This is an optimization exercise on Yosys and OpenROAD, whose aim is small area and a short achievable clock period, not a production implementation.
Function was checked by simulation only, so behaviour that the tests miss may differ from the original.

==> pepper <==
Design cpu_top, start of the top module:
module cpu_top (
	input  logic                               clk,
	input  logic                               rst,
	input  logic                               inst_valid,
	input  logic [cpu_pkg::word_width-1:0]     inst,
	output logic                               wb_valid,
	output logic [cpu_pkg::reg_addr_width-1:0] wb_reg,
	output logic [cpu_pkg::word_width-1:0]     wb_data,
	output logic                               out_valid,
	output logic [cpu_pkg::word_width-1:0]     out_data,
	output logic                               halted
);
	cpu_pkg::ctrl_t dec_ctrl;
	logic [1:0]  dec_dest;
	cpu_pkg::ctrl_t ex_ctrl;
	logic [3:0]  ex_rs_oh;
	logic [3:0]  ex_rt_oh;
	logic [1:0]  ex_dest;
	logic [7:0]  ex_imm8;
	logic [15:0] a;
	logic [15:0] b;
	logic        ex_wr;
	logic [15:0] dec_line;
	logic [15:0] ex_result;
	logic [15:0] ex_line;
	logic        dec_fwd_a;
	logic        dec_fwd_b;
	logic        ex_fwd_a;
	logic        ex_fwd_b;
	logic [15:0] imm;
	logic [3:0]  dec_rs_oh;
	logic [3:0]  dec_rt_oh;
	control u_control (
		.inst (inst),
		.ex_wr (ex_wr),
		.ex_dest (ex_dest),
		.fwd_a (dec_fwd_a),
		.fwd_b (dec_fwd_b),
		.ctrl (dec_ctrl),
		.dest (dec_dest),
		.rs_oh (dec_rs_oh),
		.rt_oh (dec_rt_oh)
	);
	id_ex_reg u_id_ex_reg (
		.clk        (clk),
		.rst        (rst),
		.inst_valid (inst_valid),
  ...
==> flow/config.mk <==
export PLATFORM = sky130hd
export DESIGN_NAME = cpu_top
export DESIGN_NICKNAME = cpu_top
export VERILOG_FILES = /design/flow/design.v
export SDC_FILE = /design/flow/constraint.sdc
export NUM_CORES = 4
export LEC_CHECK = 0
export CAP_MARGIN = 20
export CORE_MARGIN = 2
export CORE_UTILIZATION = 65
export CTS_BUF_LIST = sky130_fd_sc_hd__clkbuf_8
export CTS_CLUSTER_DIAMETER = 50
export CTS_CLUSTER_SIZE = 20
export PLACE_DENSITY = 0.75
export SETUP_SLACK_MARGIN = 2.6
export SLEW_MARGIN = 20
==> flow/constraint.sdc <==
create_clock -name core_clock -period 5.5 [get_ports {clk}]
set_input_delay 1.1000 -clock core_clock [delete_from_list [all_inputs] [get_ports {clk}]]
set_output_delay 1.1000 -clock core_clock [all_outputs]
set_load 0.01 [all_outputs]
standard.sh (not shown) runs the stock make flow with config.mk's settings and CLKGATE_MAP_FILE= SYNTH_SCRIPT=/design/flow/synth_recipe.tcl, a recipe that flattens the netlist after the stock synthesis.
==> flow/flow/run.sh <==
#!/bin/bash
export CUSTOM_ABC_SCRIPT=$PWD/flow/abc.script
bash standard.sh ADDER_MAP_FILE= "BUFFER_PORTS_ARGS=-buffer_cell sky130_fd_sc_hd__buf_4" "CTS_ARGS=-sink_clustering_enable -repair_clock_nets -buf_list sky130_fd_sc_hd__clkbuf_8 -sink_clustering_size 20 -sink_clustering_max_diameter 50 -dont_use_dummy_load" SYNTH_SCRIPT=$PWD/flow/synth_custom.tcl finish > standard.log 2>&1
==> flow/flow/abc.script <==
&get -n
&st
&dch
&nf
&put
buffer -c
topo
stime -c
upsize -c
dnsize -c
==> flow/flow/synth_custom.tcl <==
# The standard synthesis script (synth_recipe.tcl), with one change:
# the ABC mapping step uses flow/abc.script in place of ORFS's speed script.
# Registers are mapped before ABC runs, so they are the same as the
# standard synthesis's.
proc synth {args} { yosys synth -nofsm -noshare {*}$args }
proc abc {args} {
  set i [lsearch -exact $args -script]
  if {$i >= 0} { lset args [expr {$i + 1}] $::env(CUSTOM_ABC_SCRIPT) }
  yosys abc {*}$args
}
source $::env(SCRIPTS_DIR)/synth.tcl
# left out here: clear keep_hierarchy, flatten, clean up, hide names made inside functions, write 1_2_yosys.v
==> inputs of garnet, as changes to pepper <==
--- a/flow/design.v
+++ b/flow/design.v
@@ -157,43 +157,34 @@
 	input  logic        rst,
 	input  logic [3:0]  rs_oh,
 	input  logic [3:0]  rt_oh,
 	input  logic        fwd_a,
 	input  logic        fwd_b,
 	input  logic [15:0] imm,
 	input  logic [1:0]  dec_rs,
 	input  logic [3:0]  dec_off,
-	input  logic        we_next,
-	input  logic [1:0]  wr_addr_next,
-	input  logic [15:0] ex_result,
-	output logic [15:0] dec_line,
+	output logic [3:0]  dec_addr,
 	output logic [15:0] rs_data,
 	output logic [15:0] rt_data,
 	input  logic        we,
 	input  logic [1:0]  wr_addr,
 	input  logic [15:0] wr_data
 );
 	logic [15:0] regs [4];
 	always_ff @(posedge clk) begin
 		for (int i = 0; i < 4; i++) begin
 			if (rst || (we && wr_addr == 2'(i))) begin
 				regs[i] <= rst ? '0 : wr_data;
 			end
 		end
 	end
 	logic [3:0] dec_rs_low;
-	logic [3:0] reg_addr;
-	logic [3:0] fwd_addr;
-	logic [3:0] dec_addr;
 	assign dec_rs_low = (we && wr_addr == dec_rs) ? wr_data[3:0] : regs[dec_rs][3:0];
-	assign reg_addr = dec_rs_low + dec_off;
-	assign fwd_addr = ex_result[3:0] + dec_off;
-	assign dec_addr = (we_next && wr_addr_next == dec_rs) ? fwd_addr : reg_addr;
-	assign dec_line = 16'd1 << dec_addr;
+	assign dec_addr = dec_rs_low + dec_off;
 	always_comb begin
 		rs_data = {16{fwd_a}} & wr_data;
 		rt_data = ({16{fwd_b}} & wr_data) | imm;
 		for (int i = 0; i < 4; i++) begin
 			rs_data = rs_data | ({16{rs_oh[i]}} & regs[i]);
 			rt_data = rt_data | ({16{rt_oh[i]}} & regs[i]);
 		end
 	end
@@ -206,100 +197,94 @@
 	input  logic                     inst_valid,
 	input  logic              [15:0] inst,
 	input  cpu_pkg::ctrl_t           dec_ctrl,
 	input  logic              [1:0]  dec_dest,
 	input  logic              [3:0]  dec_rs_oh,
 	input  logic              [3:0]  dec_rt_oh,
 	input  logic                     dec_fwd_a,
 	input  logic                     dec_fwd_b,
-	input  logic              [15:0] dec_line,
+	input  logic              [3:0]  dec_addr,
 	output cpu_pkg::ctrl_t           ex_ctrl,
 	output logic              [3:0]  ex_rs_oh,
 	output logic              [3:0]  ex_rt_oh,
 	output logic                     ex_fwd_a,
 	output logic                     ex_fwd_b,
 	output logic              [1:0]  ex_dest,
 	output logic              [7:0]  ex_imm8,
-	output logic              [15:0] ex_line
+	output logic              [3:0]  ex_addr
 );
 	always_ff @(posedge clk) begin
 		if (rst || !inst_valid) begin
 			ex_ctrl <= '0;
 		end else begin
 			ex_ctrl <= dec_ctrl;
 		end
 	end
 	always_ff @(posedge clk) begin
 		ex_rs_oh <= dec_rs_oh;
 		ex_rt_oh <= dec_rt_oh;
 		ex_fwd_a <= dec_fwd_a;
 		ex_fwd_b <= dec_fwd_b;
 		ex_dest <= dec_dest;
 		ex_imm8 <= inst[7:0];
-		ex_line <= dec_line;
+		ex_addr <= dec_addr;
 	end
 endmodule
 `default_nettype wire
 `default_nettype none
 module execute_stage (
 	input  logic                     clk,
 	input  logic                     rst,
 	input  cpu_pkg::ctrl_t           ex_ctrl,
 	input  logic              [1:0]  ex_dest,
 	input  logic              [7:0]  ex_imm8,
 	input  logic              [15:0] a,
 	input  logic              [15:0] b,
-	input  logic              [15:0] ex_line,
+	input  logic                     fwd_a,
+	input  logic              [3:0]  ex_addr,
 	output logic              [15:0] imm,
 	output logic                     ex_wr,
-	output logic              [15:0] ex_result,
 	output logic                     wb_valid,
 	output logic              [1:0]  wb_reg,
 	output logic              [15:0] wb_data,
 	output logic                     out_valid,
 	output logic              [15:0] out_data,
 	output logic                     halted
 );
 	logic        halted_q;
 	logic        wb_valid_q;
 	logic        out_valid_q;
 	logic [1:0]  wb_reg_q;
 	logic [15:0] wb_data_q;
 	logic        live;
 	logic [15:0] bx;
 	logic [16:0] sum_c;
 	logic [15:0] sum;
+	logic [3:0]  mem_addr;
 	logic [15:0] mem_rdata;
-	logic [15:0] line;
 	logic [15:0] result;
 	logic [15:0] dmem [16];
 	assign live = !halted_q;
 	assign imm[7:0] = ex_ctrl.imm_lo ? ex_imm8 : 8'd0;
 	assign imm[15:8] = ex_ctrl.imm_hi ? ex_imm8 : {8{ex_ctrl.imm_sx && ex_imm8[7]}};
 	assign bx = ex_ctrl.inv ? ~b : b;
 	assign sum_c = {a, 1'b1} + {bx, ex_ctrl.inv};
 	assign sum = sum_c[16:1];
-	assign line = ex_line;
-	always_comb begin
-		mem_rdata = '0;
-		for (int i = 0; i < 16; i++) begin
-			mem_rdata = mem_rdata | ({16{line[i]}} & dmem[i]);
-		end
-	end
+	assign mem_addr = fwd_a ? (wb_data_q[3:0] + ex_imm8[3:0]) : ex_addr;
+	assign mem_rdata = dmem[mem_addr];
 	assign result = ({16{ex_ctrl.s_sum}} & sum) |
 		({16{ex_ctrl.s_or}} & (a | bx)) |
 		({16{ex_ctrl.s_and}} & (a & b)) |
 		({16{ex_ctrl.s_shr}} & {a[15], a[15:1]}) |
 		({16{ex_ctrl.s_mem}} & mem_rdata);
 	assign ex_wr = live && ex_ctrl.wr;
-	assign ex_result = result;
 	always_ff @(posedge clk) begin
 		for (int i = 0; i < 16; i++) begin
-			if (rst || (live && ex_ctrl.sw && line[i])) begin
+			if (rst || (live && ex_ctrl.sw && mem_addr == 4'(i))) begin
 				dmem[i] <= rst ? '0 : b;
 			end
 		end
 	end
 	always_ff @(posedge clk) begin
 		if (rst) begin
 			wb_valid_q <= 1'b0;
 			out_valid_q <= 1'b0;
@@ -340,19 +325,18 @@
 	cpu_pkg::ctrl_t ex_ctrl;
 	logic [3:0]  ex_rs_oh;
 	logic [3:0]  ex_rt_oh;
 	logic [1:0]  ex_dest;
 	logic [7:0]  ex_imm8;
 	logic [15:0] a;
 	logic [15:0] b;
 	logic        ex_wr;
-	logic [15:0] dec_line;
-	logic [15:0] ex_result;
-	logic [15:0] ex_line;
+	logic [3:0]  dec_addr;
+	logic [3:0]  ex_addr;
 	logic        dec_fwd_a;
 	logic        dec_fwd_b;
 	logic        ex_fwd_a;
 	logic        ex_fwd_b;
 	logic [15:0] imm;
 	logic [3:0]  dec_rs_oh;
 	logic [3:0]  dec_rt_oh;
 	control u_control (
@@ -372,58 +356,55 @@
 		.inst_valid (inst_valid),
 		.inst       (inst),
 		.dec_ctrl   (dec_ctrl),
 		.dec_dest   (dec_dest),
 		.dec_rs_oh  (dec_rs_oh),
 		.dec_rt_oh  (dec_rt_oh),
 		.dec_fwd_a  (dec_fwd_a),
 		.dec_fwd_b  (dec_fwd_b),
-		.dec_line   (dec_line),
-		.ex_line    (ex_line),
+		.dec_addr   (dec_addr),
+		.ex_addr    (ex_addr),
 		.ex_fwd_a   (ex_fwd_a),
 		.ex_fwd_b   (ex_fwd_b),
 		.ex_ctrl    (ex_ctrl),
 		.ex_rs_oh   (ex_rs_oh),
 		.ex_rt_oh   (ex_rt_oh),
 		.ex_dest    (ex_dest),
 		.ex_imm8    (ex_imm8)
 	);
 	reg_file u_reg_file (
 		.clk     (clk),
 		.rst     (rst),
 		.rs_oh   (ex_rs_oh),
 		.rt_oh   (ex_rt_oh),
 		.imm     (imm),
 		.dec_rs  (inst[11:10]),
 		.dec_off (inst[3:0]),
-		.we_next  (ex_wr),
-		.wr_addr_next (ex_dest),
-		.ex_result (ex_result),
-		.dec_line (dec_line),
+		.dec_addr (dec_addr),
 		.fwd_a   (ex_fwd_a),
 		.fwd_b   (ex_fwd_b),
 		.rs_data (a),
 		.rt_data (b),
 		.we      (wb_valid),
 		.wr_addr (wb_reg),
 		.wr_data (wb_data)
 	);
 	execute_stage u_execute_stage (
 		.clk       (clk),
 		.rst       (rst),
 		.ex_ctrl   (ex_ctrl),
 		.ex_dest   (ex_dest),
 		.ex_imm8   (ex_imm8),
 		.a         (a),
 		.b         (b),
-		.ex_line   (ex_line),
+		.fwd_a     (ex_fwd_a),
+		.ex_addr   (ex_addr),
 		.imm       (imm),
 		.ex_wr     (ex_wr),
-		.ex_result (ex_result),
 		.wb_valid  (wb_valid),
 		.wb_reg    (wb_reg),
 		.wb_data   (wb_data),
 		.out_valid (out_valid),
 		.out_data  (out_data),
 		.halted    (halted)
 	);
 endmodule
==> flow/flow/run.sh (replaced) <==
#!/bin/bash
bash standard.sh ADDER_MAP_FILE= "BUFFER_PORTS_ARGS=-buffer_cell sky130_fd_sc_hd__buf_4" finish > standard.log 2>&1
==> flow/config.mk (replaced) <==
export PLATFORM = sky130hd
export DESIGN_NAME = cpu_top
export DESIGN_NICKNAME = cpu_top
export VERILOG_FILES = /design/flow/design.v
export SDC_FILE = /design/flow/constraint.sdc
export NUM_CORES = 4
export LEC_CHECK = 0
export CAP_MARGIN = 20
export CORE_MARGIN = 2
export CORE_UTILIZATION = 40
export CTS_BUF_LIST = sky130_fd_sc_hd__clkbuf_4 sky130_fd_sc_hd__clkbuf_8
export SETUP_SLACK_MARGIN = 2.6
export SLEW_MARGIN = 20
removed: flow/flow/abc.script
removed: flow/flow/synth_custom.tcl
==> inputs of yarrow, as changes to pepper <==
==> flow/design.v (replaced) <==
`default_nettype none
package cpu_pkg;
	localparam int word_width = 16;
	localparam int reg_count = 4;
	localparam int reg_addr_width = 2;
	localparam int dmem_depth = 16;
	localparam int dmem_addr_width = 4;
	localparam logic [3:0] op_adi = 4'd4;
	localparam logic [3:0] op_ori = 4'd5;
	localparam logic [3:0] op_lhi = 4'd6;
	localparam logic [3:0] op_lwd = 4'd7;
	localparam logic [3:0] op_swd = 4'd8;
	localparam logic [3:0] op_rtype = 4'd15;
	localparam logic [5:0] fn_add = 6'd0;
	localparam logic [5:0] fn_sub = 6'd1;
	localparam logic [5:0] fn_and = 6'd2;
	localparam logic [5:0] fn_orr = 6'd3;
	localparam logic [5:0] fn_not = 6'd4;
	localparam logic [5:0] fn_tcp = 6'd5;
	localparam logic [5:0] fn_shl = 6'd6;
	localparam logic [5:0] fn_shr = 6'd7;
	localparam logic [5:0] fn_wwd = 6'd28;
	localparam logic [5:0] fn_hlt = 6'd29;
	typedef struct packed {
		logic inv;
		logic s_sum;
		logic s_or;
		logic s_and;
		logic s_shr;
		logic s_mem;
		logic wr;
		logic sw;
		logic wwd;
		logic hlt;
	} ctrl_t;
endpackage
`default_nettype wire
`default_nettype none
module control (
	input  logic              [15:0] inst,
	input  logic                     ex_wr,
	input  logic              [1:0]  ex_dest,
	output cpu_pkg::ctrl_t           ctrl,
	output logic              [1:0]  dest,
	output logic              [1:0]  b_reg,
	output logic                     a_rd,
	output logic                     b_rd,
	output logic              [15:0] imm,
	output logic                     fwd_a,
	output logic                     fwd_b
);
	logic [1:0] rs;
	logic [1:0] rt;
	logic       a_use;
	logic       b_use;
	logic       a_hit;
	logic       b_hit;
	logic       imm_lo;
	logic       imm_sx;
	logic       imm_hi;
	assign rs = inst[11:10];
	assign rt = inst[9:8];
	always_comb begin
		ctrl = '0;
		a_use = 1'b1;
		b_use = 1'b0;
		b_reg = rt;
		imm_lo = 1'b0;
		imm_sx = 1'b0;
		imm_hi = 1'b0;
		case (inst[15:12])
			cpu_pkg::op_adi: begin
				imm_lo = 1'b1;
				imm_sx = 1'b1;
				ctrl.s_sum = 1'b1;
				ctrl.wr = 1'b1;
			end
			cpu_pkg::op_ori: begin
				imm_lo = 1'b1;
				ctrl.s_or = 1'b1;
				ctrl.wr = 1'b1;
			end
			cpu_pkg::op_lhi: begin
				imm_hi = 1'b1;
				ctrl.s_sum = 1'b1;
				ctrl.wr = 1'b1;
				a_use = 1'b0;
			end
			cpu_pkg::op_lwd: begin
				ctrl.s_mem = 1'b1;
				ctrl.wr = 1'b1;
			end
			cpu_pkg::op_swd: begin
				ctrl.sw = 1'b1;
				b_use = 1'b1;
			end
			cpu_pkg::op_rtype: begin
				b_use = 1'b1;
				ctrl.wr = 1'b1;
				case (inst[5:0])
					cpu_pkg::fn_add: ctrl.s_sum = 1'b1;
					cpu_pkg::fn_sub: begin
						ctrl.inv = 1'b1;
						ctrl.s_sum = 1'b1;
					end
					cpu_pkg::fn_and: ctrl.s_and = 1'b1;
					cpu_pkg::fn_orr: ctrl.s_or = 1'b1;
					cpu_pkg::fn_not: begin
						ctrl.inv = 1'b1;
						ctrl.s_or = 1'b1;
						a_use = 1'b0;
						b_reg = rs;
					end
					cpu_pkg::fn_tcp: begin
						ctrl.inv = 1'b1;
						ctrl.s_sum = 1'b1;
						a_use = 1'b0;
						b_reg = rs;
					end
					cpu_pkg::fn_shl: begin
						ctrl.s_sum = 1'b1;
						b_reg = rs;
					end
					cpu_pkg::fn_shr: ctrl.s_shr = 1'b1;
					cpu_pkg::fn_wwd: begin
						ctrl.wr = 1'b0;
						ctrl.wwd = 1'b1;
						ctrl.s_sum = 1'b1;
						b_use = 1'b0;
					end
					cpu_pkg::fn_hlt: begin
						ctrl.wr = 1'b0;
						ctrl.hlt = 1'b1;
						a_use = 1'b0;
						b_use = 1'b0;
					end
					default: begin
						ctrl.wr = 1'b0;
						a_use = 1'b0;
						b_use = 1'b0;
					end
				endcase
			end
			default: begin
				a_use = 1'b0;
			end
		endcase
	end
	assign imm[7:0] = imm_lo ? inst[7:0] : 8'd0;
	assign imm[15:8] = imm_hi ? inst[7:0] : {8{imm_sx && inst[7]}};
	assign a_hit = ex_wr && ex_dest == rs;
	assign b_hit = ex_wr && ex_dest == b_reg;
	assign fwd_a = a_use && a_hit;
	assign fwd_b = b_use && b_hit;
	assign a_rd = a_use && !a_hit;
	assign b_rd = b_use && !b_hit;
	assign dest = (inst[15:12] == cpu_pkg::op_rtype) ? inst[7:6] : inst[9:8];
endmodule
`default_nettype wire
`default_nettype none
module reg_file (
	input  logic        clk,
	input  logic        rst,
	input  logic [1:0]  rs,
	input  logic [1:0]  b_reg,
	input  logic        a_rd,
	input  logic        b_rd,
	input  logic [15:0] imm,
	output logic [15:0] rs_data,
	output logic [15:0] rt_data,
	input  logic [3:0]  off,
	input  logic        we_next,
	input  logic [1:0]  wr_addr_next,
	input  logic [15:0] ex_result,
	output logic [15:0] line,
	input  logic        we,
	input  logic [1:0]  wr_addr,
	input  logic [15:0] wr_data
);
	logic [15:0] regs [4];
	logic [15:0] rd_a;
	logic [15:0] rd_b;
	logic [3:0]  reg_addr;
	logic [3:0]  fwd_addr;
	logic [3:0]  addr;
	always_ff @(posedge clk) begin
		for (int i = 0; i < 4; i++) begin
			if (rst || (we && wr_addr == 2'(i))) begin
				regs[i] <= rst ? '0 : wr_data;
			end
		end
	end
	assign rd_a = (we && wr_addr == rs) ? wr_data : regs[rs];
	assign rd_b = (we && wr_addr == b_reg) ? wr_data : regs[b_reg];
	assign rs_data = a_rd ? rd_a : '0;
	assign rt_data = b_rd ? rd_b : imm;
	assign reg_addr = rd_a[3:0] + off;
	assign fwd_addr = ex_result[3:0] + off;
	assign addr = (we_next && wr_addr_next == rs) ? fwd_addr : reg_addr;
	assign line = 16'd1 << addr;
endmodule
`default_nettype wire
`default_nettype none
module id_ex_reg (
	input  logic                     clk,
	input  logic                     rst,
	input  logic                     inst_valid,
	input  cpu_pkg::ctrl_t           dec_ctrl,
	input  logic              [1:0]  dec_dest,
	input  logic              [15:0] dec_op_a,
	input  logic              [15:0] dec_op_b,
	input  logic                     dec_fwd_a,
	input  logic                     dec_fwd_b,
	input  logic              [15:0] dec_line,
	output cpu_pkg::ctrl_t           ex_ctrl,
	output logic              [15:0] ex_op_a,
	output logic              [15:0] ex_op_b,
	output logic                     ex_fwd_a,
	output logic                     ex_fwd_b,
	output logic              [1:0]  ex_dest,
	output logic              [15:0] ex_line
);
	always_ff @(posedge clk) begin
		if (rst || !inst_valid) begin
			ex_ctrl <= '0;
		end else begin
			ex_ctrl <= dec_ctrl;
		end
	end
	always_ff @(posedge clk) begin
		ex_op_a <= dec_op_a;
		ex_op_b <= dec_op_b;
		ex_fwd_a <= dec_fwd_a;
		ex_fwd_b <= dec_fwd_b;
		ex_dest <= dec_dest;
		ex_line <= dec_line;
	end
endmodule
`default_nettype wire
`default_nettype none
module execute_stage (
	input  logic                     clk,
	input  logic                     rst,
	input  cpu_pkg::ctrl_t           ex_ctrl,
	input  logic              [1:0]  ex_dest,
	input  logic              [15:0] ex_op_a,
	input  logic              [15:0] ex_op_b,
	input  logic                     ex_fwd_a,
	input  logic                     ex_fwd_b,
	input  logic              [15:0] ex_line,
	output logic                     ex_wr,
	output logic              [15:0] ex_result,
	output logic                     wb_valid,
	output logic              [1:0]  wb_reg,
	output logic              [15:0] wb_data,
	output logic                     out_valid,
	output logic              [15:0] out_data,
	output logic                     halted
);
	logic        halted_q;
	logic        wb_valid_q;
	logic        out_valid_q;
	logic [1:0]  wb_reg_q;
	logic [15:0] wb_data_q;
	logic        live;
	logic [15:0] a;
	logic [15:0] b;
	logic [15:0] bx;
	logic [16:0] sum_c;
	logic [15:0] sum;
	logic [15:0] mem_rdata;
	logic [15:0] result;
	logic [15:0] dmem [16];
	assign live = !halted_q;
	assign a = ({16{ex_fwd_a}} & wb_data_q) | ex_op_a;
	assign b = ({16{ex_fwd_b}} & wb_data_q) | ex_op_b;
	assign bx = ex_ctrl.inv ? ~b : b;
	assign sum_c = {a, 1'b1} + {bx, ex_ctrl.inv};
	assign sum = sum_c[16:1];
	always_comb begin
		mem_rdata = '0;
		for (int i = 0; i < 16; i++) begin
			mem_rdata = mem_rdata | ({16{ex_line[i]}} & dmem[i]);
		end
	end
	assign result = ({16{ex_ctrl.s_sum}} & sum) |
		({16{ex_ctrl.s_or}} & (a | bx)) |
		({16{ex_ctrl.s_and}} & (a & b)) |
		({16{ex_ctrl.s_shr}} & {a[15], a[15:1]}) |
		({16{ex_ctrl.s_mem}} & mem_rdata);
	assign ex_wr = live && ex_ctrl.wr;
	assign ex_result = result;
	always_ff @(posedge clk) begin
		for (int i = 0; i < 16; i++) begin
			if (rst || (live && ex_ctrl.sw && ex_line[i])) begin
				dmem[i] <= rst ? '0 : b;
			end
		end
	end
	always_ff @(posedge clk) begin
		if (rst) begin
			wb_valid_q <= 1'b0;
			out_valid_q <= 1'b0;
			halted_q <= 1'b0;
		end else begin
			wb_valid_q <= ex_wr;
			out_valid_q <= live && ex_ctrl.wwd;
			halted_q <= halted_q || (live && ex_ctrl.hlt);
		end
	end
	always_ff @(posedge clk) begin
		wb_reg_q <= ex_dest;
		wb_data_q <= result;
	end
	assign wb_valid = wb_valid_q;
	assign wb_reg = wb_reg_q;
	assign wb_data = wb_data_q;
	assign out_valid = out_valid_q;
	assign out_data = wb_data_q;
	assign halted = halted_q;
endmodule
`default_nettype wire
`default_nettype none
module cpu_top (
	input  logic                               clk,
	input  logic                               rst,
	input  logic                               inst_valid,
	input  logic [cpu_pkg::word_width-1:0]     inst,
	output logic                               wb_valid,
	output logic [cpu_pkg::reg_addr_width-1:0] wb_reg,
	output logic [cpu_pkg::word_width-1:0]     wb_data,
	output logic                               out_valid,
	output logic [cpu_pkg::word_width-1:0]     out_data,
	output logic                               halted
);
	cpu_pkg::ctrl_t dec_ctrl;
	cpu_pkg::ctrl_t ex_ctrl;
	logic [1:0]  dec_dest;
	logic [1:0]  dec_b_reg;
	logic        dec_a_rd;
	logic        dec_b_rd;
	logic [15:0] dec_imm;
	logic        dec_fwd_a;
	logic        dec_fwd_b;
	logic [15:0] dec_op_a;
	logic [15:0] dec_op_b;
	logic [15:0] dec_line;
	logic [15:0] ex_op_a;
	logic [15:0] ex_op_b;
	logic        ex_fwd_a;
	logic        ex_fwd_b;
	logic [1:0]  ex_dest;
	logic [15:0] ex_line;
	logic        ex_wr;
	logic [15:0] ex_result;
	control u_control (
		.inst    (inst),
		.ex_wr   (ex_wr),
		.ex_dest (ex_dest),
		.ctrl    (dec_ctrl),
		.dest    (dec_dest),
		.b_reg   (dec_b_reg),
		.a_rd    (dec_a_rd),
		.b_rd    (dec_b_rd),
		.imm     (dec_imm),
		.fwd_a   (dec_fwd_a),
		.fwd_b   (dec_fwd_b)
	);
	reg_file u_reg_file (
		.clk          (clk),
		.rst          (rst),
		.rs           (inst[11:10]),
		.b_reg        (dec_b_reg),
		.a_rd         (dec_a_rd),
		.b_rd         (dec_b_rd),
		.imm          (dec_imm),
		.rs_data      (dec_op_a),
		.rt_data      (dec_op_b),
		.off          (inst[3:0]),
		.we_next      (ex_wr),
		.wr_addr_next (ex_dest),
		.ex_result    (ex_result),
		.line         (dec_line),
		.we           (wb_valid),
		.wr_addr      (wb_reg),
		.wr_data      (wb_data)
	);
	id_ex_reg u_id_ex_reg (
		.clk        (clk),
		.rst        (rst),
		.inst_valid (inst_valid),
		.dec_ctrl   (dec_ctrl),
		.dec_dest   (dec_dest),
		.dec_op_a   (dec_op_a),
		.dec_op_b   (dec_op_b),
		.dec_fwd_a  (dec_fwd_a),
		.dec_fwd_b  (dec_fwd_b),
		.dec_line   (dec_line),
		.ex_ctrl    (ex_ctrl),
		.ex_op_a    (ex_op_a),
		.ex_op_b    (ex_op_b),
		.ex_fwd_a   (ex_fwd_a),
		.ex_fwd_b   (ex_fwd_b),
		.ex_dest    (ex_dest),
		.ex_line    (ex_line)
	);
	execute_stage u_execute_stage (
		.clk       (clk),
		.rst       (rst),
		.ex_ctrl   (ex_ctrl),
		.ex_dest   (ex_dest),
		.ex_op_a   (ex_op_a),
		.ex_op_b   (ex_op_b),
		.ex_fwd_a  (ex_fwd_a),
		.ex_fwd_b  (ex_fwd_b),
		.ex_line   (ex_line),
		.ex_wr     (ex_wr),
		.ex_result (ex_result),
		.wb_valid  (wb_valid),
		.wb_reg    (wb_reg),
		.wb_data   (wb_data),
		.out_valid (out_valid),
		.out_data  (out_data),
		.halted    (halted)
	);
endmodule
`default_nettype wire
==> flow/flow/abc.script (replaced) <==
&get -n
&st
&dch
&nf -R 30
&put
buffer -c
topo
stime -c
upsize -c
dnsize -c
==> flow/config.mk (replaced) <==
export PLATFORM = sky130hd
export DESIGN_NAME = cpu_top
export DESIGN_NICKNAME = cpu_top
export VERILOG_FILES = /design/flow/design.v
export SDC_FILE = /design/flow/constraint.sdc
export NUM_CORES = 4
export LEC_CHECK = 0
export CAP_MARGIN = 20
export CORE_MARGIN = 2
export CORE_UTILIZATION = 65
export PLACE_DENSITY = 0.75
export SETUP_SLACK_MARGIN = 2.6
export SLEW_MARGIN = 20
==> summary.txt <==
The flow ran to the end and the layout has no timing, DRC or antenna violations. The commonest cells after synthesis are edfxtp_1, a222oi_1, nand2_1, dfxtp_1, clkbuf_1. The multiplexer share of the synthesized area is 0.338%.

Traced cell by cell, the critical path runs through a222oi_1 > nand2_1 > buf_4 > o21ai_1 > o31ai_2 > or3_1 > a31o_1 > o21a_1 > maj3_2 > xnor2_4 > nor3_1. Counting every sink on the clock net gives 390. The total die area came out at 25700 µm². The largest incremental delay on the critical path is 0.48 ns. The share of Yosys cell area claimed by the top area cell type came out at 60.4%.
(the above is from pepper)
==> summary.txt <==
The number of nets in the synthesized netlist is 1291. The critical path goes through buf_8 > nand4_1 > nor4_4 > nand3_2 > mux2i_4 > xnor2_2 > and3_4 > a31oi_1 > a21oi_1 > o21ai_2. By count the netlist is led by edfxtp_1, nand2_1, nor2_1, dfxtp_1, clkbuf_1. The multiplexer share of the synthesized area is 0.364%.

The total die area is 26700 µm². Of the post-synthesis cell area, the dominant cell type holds 58.2%. The flow ran to the end and the layout has no timing, DRC or antenna violations. The number of clock sinks is 403.
(the above is from yarrow)
==> summary.txt <==
The largest incremental delay on the critical path came out at 0.62 ns. The detailed-router iteration count before antenna repair is 6. The total die area is 45000 µm². After synthesis, the largest area contributor takes up 55.4% of total cell area. The run finished with no timing, DRC or antenna violations. Walking the worst path, the cells encountered are clkinv_4 > or4_4 > buf_4 > a31oi_1 > buf_4 > o2bb2ai_1 > nand2_1 > o21ai_0 > o221ai_1 > o211ai_1. The multiplexer share of the synthesized area is 3.10%. The most flop-heavy register is u_execute_stage.dmem.
(the above is from garnet)

## static timing again, ports no longer ideal
No port has a modelled driver above. Below, the same layouts with a new extraction and two added sets of constraints. Step 1, drivers: a clkbuf_16 drives clk and a buf_2 each remaining input, both assumed. Step 2 moves the port delays by t, midway between the first and last clock arrival at a register: inputs arrive t later, outputs are due t later. That takes back most of the time a late clock gives input paths. Three values: no drivers, after step 1, after step 2; two values: the first two.
run | shift t [ns] | slack for setup (ns) | worst hold slack (ns) | clock arrival spread, ns | worst register clock-pin slew, ns
pepper | 0.587 | 2.221 / 2.221 / 1.889 | 0.376 / 0.376 / 0.376 | 0.049 / 0.050 | 0.11 / 0.11
garnet | 0.655 | 2.425 / 2.425 / 2.305 | 0.445 / 0.445 / 0.445 | 0.050 / 0.050 | 0.07 / 0.07
yarrow | 0.584 | 2.520 / 2.496 / 1.912 | 0.369 / 0.369 / 0.369 | 0.094 / 0.094 | 0.11 / 0.11
After both steps every run listed still meets setup and hold. The setup slack of yarrow, which loses most, moves by -0.024 ns with the drivers and by -0.608 ns with both steps.
